Source: an optimization exercise on an open RTL-to-GDS flow (aim: small area). Production flows keep margins and buffers that such runs may drop. Where RTL was checked, it was by simulation tests only, not by an equivalence proof against the original. No activity file was given, so power comes from the tool's default toggle rates.

## job 9427
Design video_frontend, start of the top module:
module video_frontend (
    input  logic         PCLK_i,
    input  logic         rst_n_i,
    input  logic [7:0]   r_i,
    input  logic [7:0]   g_i,
    input  logic [7:0]   b_i,
    input  logic         hs_i,
    input  logic         vs_i,
    input  logic         hsync_pol_i,
    input  logic         vsync_pol_i,
    input  logic         csc_enable_i,
    input  logic         csc_std_i,
    input  logic [11:0]  h_total_i,
    input  logic [11:0]  h_active_i,
    input  logic [11:0]  h_synclen_i,
    input  logic [11:0]  h_backporch_i,
    input  logic [10:0]  v_active_i,
    input  logic [10:0]  v_synclen_i,
    input  logic [10:0]  v_backporch_i,
    output logic [7:0]   r_o,
    output logic [7:0]   g_o,
    output logic [7:0]   b_o,
    output logic         hsync_o,
    output logic         vsync_o,
    output logic         de_o,
    output logic [10:0]  xpos_o,
    output logic [10:0]  ypos_o,
    output logic [10:0]  lines_total_o,
    output logic         frame_change_o
);
export LEC_CHECK = 0
export CAP_MARGIN = 20
export CORE_MARGIN = 2
export CORE_UTILIZATION = 40
export GPL_TIMING_DRIVEN = 0
export SLEW_MARGIN = 20
create_clock -name core_clock -period 6.0 [get_ports {PCLK_i}]
standard.sh (not shown) runs the stock make flow with config.mk's settings and CLKGATE_MAP_FILE= SYNTH_SCRIPT=/design/flow/synth_recipe.tcl, a recipe that flattens the netlist after the stock synthesis.
==> flow/flow/run.sh <==
#!/bin/bash
# The standard layout (the standard.sh) with these changes:
# - after the standard synthesis, flow/polfix.py rebuilds full adders whose outputs only
#   feed inverters on the complements of their inputs (FA(~a,~b,~c) = ~FA(a,b,c)), which
#   drops those inverters; then flow/reabc.ys maps the combinational cells other than the
#   adders again with Yosys's default ABC script, and polfix.py runs once more.
#   Registers, their names and cell types stay as the standard synthesis made them;
# - the port buffers are the smallest buffer cell;
# - clock tree synthesis uses clkbuf_4 in clusters of 10 sinks, without dummy loads.
# Logs: make_synth.log, polfix1.log, reabc.log, polfix2.log, make.log here, each
# tool's own in orfs/logs.
set -euo pipefail
KNOBS=("BUFFER_PORTS_ARGS=-buffer_cell sky130_fd_sc_hd__buf_1"
       "CTS_ARGS=-sink_clustering_enable -repair_clock_nets -dont_use_dummy_load -buf_list sky130_fd_sc_hd__clkbuf_4 -sink_clustering_size 10 -sink_clustering_max_diameter 50")
bash standard.sh "${KNOBS[@]}" synth > make_synth.log 2>&1
R=orfs/results/sky130hd/video_frontend/base
L=orfs/logs/sky130hd/video_frontend/base
LIB="$FLOW_HOME/platforms/sky130hd/lib/sky130_fd_sc_hd__tt_025C_1v80.lib"
YOSYS=$(command -v yosys || echo "$FLOW_HOME/../tools/install/yosys/bin/yosys")
DONTUSE=$(grep -o -- '-dont_use [^ ]*' "$L/1_2_yosys.log" | sort -u | tr '\n' ' ')
cp "$R/1_2_yosys.v" "$R/1_2_yosys.std.v"
python3 flow/polfix.py "$R/1_2_yosys.std.v" "$R/1_2_yosys.pol1.v" > polfix1.log 2>&1
sed -e "s|@LIB@|$LIB|g" -e "s|@DONTUSE@|$DONTUSE|" -e "s|@IN@|$R/1_2_yosys.pol1.v|" \
    -e "s|@OUT@|$R/1_2_yosys.reabc.v|" flow/reabc.ys > reabc_run.ys
"$YOSYS" -s reabc_run.ys > reabc.log 2>&1
python3 flow/polfix.py "$R/1_2_yosys.reabc.v" "$R/1_2_yosys.pol2.v" > polfix2.log 2>&1
cp "$R/1_2_yosys.pol2.v" "$R/1_2_yosys.v"
rm -f "$R/1_synth.odb" "$R/1_synth.sdc"
bash standard.sh "${KNOBS[@]}" finish > make.log 2>&1
==> flow/flow/reabc.ys <==
# Remaps the standard synthesis's combinational logic with Yosys's default ABC
# script for a liberty. Flip-flops, full adders and tie cells stay as they are
# (blackboxes); every other cell, half adders included, is flattened into its function and mapped again.
# run.sh fills in @LIB@, @DONTUSE@, @IN@ and @OUT@.
read_liberty -ignore_miss_func @LIB@
read_verilog @IN@
hierarchy -top video_frontend
blackbox sky130_fd_sc_hd__df* sky130_fd_sc_hd__sdf* sky130_fd_sc_hd__edf* sky130_fd_sc_hd__fa_* sky130_fd_sc_hd__conb_*
flatten
opt_clean
rename -hide w:_*.*
opt_clean -purge
abc -liberty @LIB@ @DONTUSE@ -D 6000
opt_clean -purge
splitnets
opt_clean -purge
stat -liberty @LIB@
write_verilog -noattr -nohex -nodec @OUT@
Other scripts of this flow, unchanged in this note and not shown: flow/flow/polfix.py
#### Input delta (job 4976 over job 9427)
--- a/flow/flow/run.sh
+++ b/flow/flow/run.sh
@@ -5,3 +5,4 @@
 #   drops those inverters; then flow/reabc.ys maps the combinational cells other than the
-#   adders again with Yosys's default ABC script, and polfix.py runs once more.
+#   full adders (half adders included) again with ABC (flow/reabc.ys), and
+#   polfix.py runs once more.
 #   Registers, their names and cell types stay as the standard synthesis made them;
==> flow/flow/reabc.ys <==
# Remaps the standard synthesis's combinational logic with ABC: Yosys's default script
# for a liberty, with more area-recovery rounds in the mapper and a second mapping pass.
# Flip-flops, full adders and tie cells stay as they are (blackboxes); every other cell,
# half adders included, is flattened into its function and mapped again.
# run.sh fills in @LIB@, @DONTUSE@, @IN@ and @OUT@.
read_liberty -ignore_miss_func @LIB@
read_verilog @IN@
hierarchy -top video_frontend
blackbox sky130_fd_sc_hd__df* sky130_fd_sc_hd__sdf* sky130_fd_sc_hd__edf* sky130_fd_sc_hd__fa_* sky130_fd_sc_hd__conb_*
flatten
opt_clean
rename -hide w:_*.*
opt_clean -purge
abc -liberty @LIB@ @DONTUSE@ -script +strash;&get,-n;&fraig,-x;&put;scorr;dc2;dretime;strash;&get,-n;&dch,-f;&nf,-R,1000;&put;strash;&get,-n;&dch,-f;&nf,-R,1000;&put
opt_clean -purge
splitnets
opt_clean -purge
stat -liberty @LIB@
write_verilog -noattr -nohex -nodec @OUT@
Notes after the runs:
Every stage of the flow completed for job 4976, and the final layout passed the timing, design-rule and antenna checks. Total detailed-routing wirelength: lower on job 4976. Job 4976 vs job 9427 — global-route wire length before repair dropped by a few percent. Job 4976 vs. job 9427: net count reported at finish fell 0.80%; fraction of standard cell area that is sequential up 0.62 points. Sort job 4976 and job 9427 by portion of the clock cycle consumed by the worst path in the final layout asc -> top: job 4976. Cmp job 4976 vs job 9427: post-synthesis instance total lower in job 4976. Number of well taps came out lower on job 4976 than on job 9427. Job 4976 gives more layout overhead on the synthesized area than job 9427 did. Looking at clock power, job 4976 sits below job 9427. [compare] base=job 9427 new=job 4976: final instance area dropped 220 sq um, cell count dropped 2.9%.
#### Input delta (job 5044 over job 4976)
Settings: swapping 40 for 70 in CORE_UTILIZATION.
Results
Final weighted congestion in routability-driven placement (job 5044 / job 4976): 1.09
Cmp job 5044 and job 4976 / power density over cell area / lower: job 4976
| highest fanout seen on the critical path | job 5044 vs job 4976 | 2 higher |
A slowest cell on the critical path of dfxtp_1 is what job 5044 shows, while fa_2 belongs to job 4976.
Relative to job 4976, the pin count of the biggest net entering global routing of job 5044 is higher by 6.3%.
Re non-clock buffer count: job 5044 is 1.2% down on job 4976.


video_frontend, a different RTL version from the one above (not shown whole).
Size in the first run: roughly 1400 cells after synthesis, roughly 290 flip-flops, roughly 0.015 mm² of cells after synthesis.
Settings: LEC_CHECK=0, CAP_MARGIN=20, CORE_MARGIN=2, CORE_UTILIZATION=40, GPL_TIMING_DRIVEN=0, SLEW_MARGIN=20; clock period 6.0 ns.
==> flow/flow/run.sh <==
#!/bin/bash
# The standard layout (the standard.sh: standard synthesis, floorplan, power grid,
# placement, CTS, routing) with two changes: the port buffers are the smallest buffer
# cell, and clock tree synthesis uses its own buffer list and sink clusters, without
# dummy loads. Each tool's output is in orfs/logs, make's in make.log.
set -euo pipefail
bash standard.sh \
  "BUFFER_PORTS_ARGS=-buffer_cell sky130_fd_sc_hd__buf_1" \
  "CTS_ARGS=-sink_clustering_enable -repair_clock_nets -dont_use_dummy_load -buf_list sky130_fd_sc_hd__clkbuf_4 -sink_clustering_size 10 -sink_clustering_max_diameter 50" \
  finish > make.log 2>&1
Rerun with:
--- a/flow/flow/run.sh
+++ b/flow/flow/run.sh
@@ -8,3 +8,3 @@
   "BUFFER_PORTS_ARGS=-buffer_cell sky130_fd_sc_hd__buf_1" \
-  "CTS_ARGS=-sink_clustering_enable -repair_clock_nets -dont_use_dummy_load -buf_list sky130_fd_sc_hd__clkbuf_4 -sink_clustering_size 10 -sink_clustering_max_diameter 50" \
+  "CTS_ARGS=-sink_clustering_enable -repair_clock_nets -dont_use_dummy_load -buf_list sky130_fd_sc_hd__clkbuf_8 -sink_clustering_size 16 -sink_clustering_max_diameter 60" \
   finish > make.log 2>&1
=> Synthesized cell count is unchanged. Routed wire length goes down by 1.0%. Critical path depth is unchanged. Final cell count goes down by 0.58%. First-iteration DRC count goes down by 5.0%. Final area goes up by 0.40%. Total power goes up by 1.2%. Sequential share of layout area goes down by 0.15 points. Combinational power hardly moves.


== v6 ==
video_frontend, a different RTL version from the one above (not shown whole).
For scale: roughly 2000 cells after synthesis, ~170 I/O pins, roughly 0.017 sq mm of cells after synthesis.
make LEC_CHECK=0 ABC_AREA=1 CAP_MARGIN=20 CORE_MARGIN=2 CORE_UTILIZATION=70 SLEW_MARGIN=20 finish   # period 6.0 ns
run.sh (not shown) runs the stock make flow with config.mk's settings and CLKGATE_MAP_FILE= SYNTH_SCRIPT=/design/flow/synth_recipe.tcl, a recipe that flattens the netlist after the stock synthesis.
Stock flow here: none of the scripts above is used.
v6 -> stages 100% | layout checks FAIL | negative setup slack
#### Input delta (v7 over v6)
# v6
export LEC_CHECK = 0
export ABC_AREA = 1
export CAP_MARGIN = 20
export CORE_MARGIN = 2
export CORE_UTILIZATION = 70
export SLEW_MARGIN = 20
create_clock -name core_clock -period 6.0 [get_ports {PCLK_i}]
# v7
export LEC_CHECK = 0
export CAP_MARGIN = 20
export CORE_MARGIN = 2
export CORE_UTILIZATION = 40
export SLEW_MARGIN = 20
create_clock -name core_clock -period 6.0 [get_ports {PCLK_i}]
Notes after the runs:
- From the logs: v6 reached the end of the flow and failed the layout checks with negative setup slack.
- [v7] flow finished | final checks: failed | reasons: negative setup slack
- On sequential cell area share: between v7 and v6, it ends up higher for v7.
- Area of the die delta (v7 − v6): unfavourable
- When the final numbers for v7 and v6 were put side by side, the fraction of met1 tracks used by global routing turned out to be greater in v6.
- Taking v6 as the reference, in v7 power density over cell area fell by 13%, fraction of power spent switching nets fell by 7.4 points, synthesized cell count fell by about 23%, HPWL after detailed placement fell by 15%, fraction of area in non-clock buffers rose by 2.5 points.
No functional check of the RTL was part of any run of this note.

[what the ideal ports hide]
No port has a modelled driver above. Below, the same layouts with a new extraction and two added sets of constraints. Step 1 (the two cells are an assumption about what drives the block):
set clk [get_ports {PCLK_i}]
set_driving_cell -lib_cell sky130_fd_sc_hd__clkbuf_16 $clk
set_driving_cell -lib_cell sky130_fd_sc_hd__buf_2 [delete_from_list [all_inputs] $clk]
Step 2, shift: input delay + t, output delay - t, t = (earliest + latest rising clock arrival at the registers) / 2. This alone moves slack from input paths to output paths. Three values: ideal, step 1, step 2; two values: the first two.
run	t, ns	setup slack, ns	worst register clock-pin slew, ns	pins driven straight from the clock port
job 9427	0.644	0.295 / 0.295 / -0.029	0.11 / 0.11	1
job 4976	0.648	0.358 / 0.362 / -0.263	0.11 / 0.11	1
job 5044	0.661	0.330 / 0.330 / -0.266	0.11 / 0.11	1
the first run of note 2	0.706	0.216 / 0.216 / 0.216	0.11 / 0.11	1
the second run of note 2	0.606	0.189 / 0.189 / 0.189	0.09 / 0.09	1
v6	0.601	-1.232 / -1.232 / -1.232	0.07 / 0.07	1
v7	0.631	-1.314 / -1.314 / -1.314	0.07 / 0.07	1
With both steps, setup timing fails in job 9427, job 4976 and job 5044, where it was met with ideal ports. The setup slack of job 4976, which loses most, moves by +0.004 ns with the drivers and by -0.621 ns with both steps.
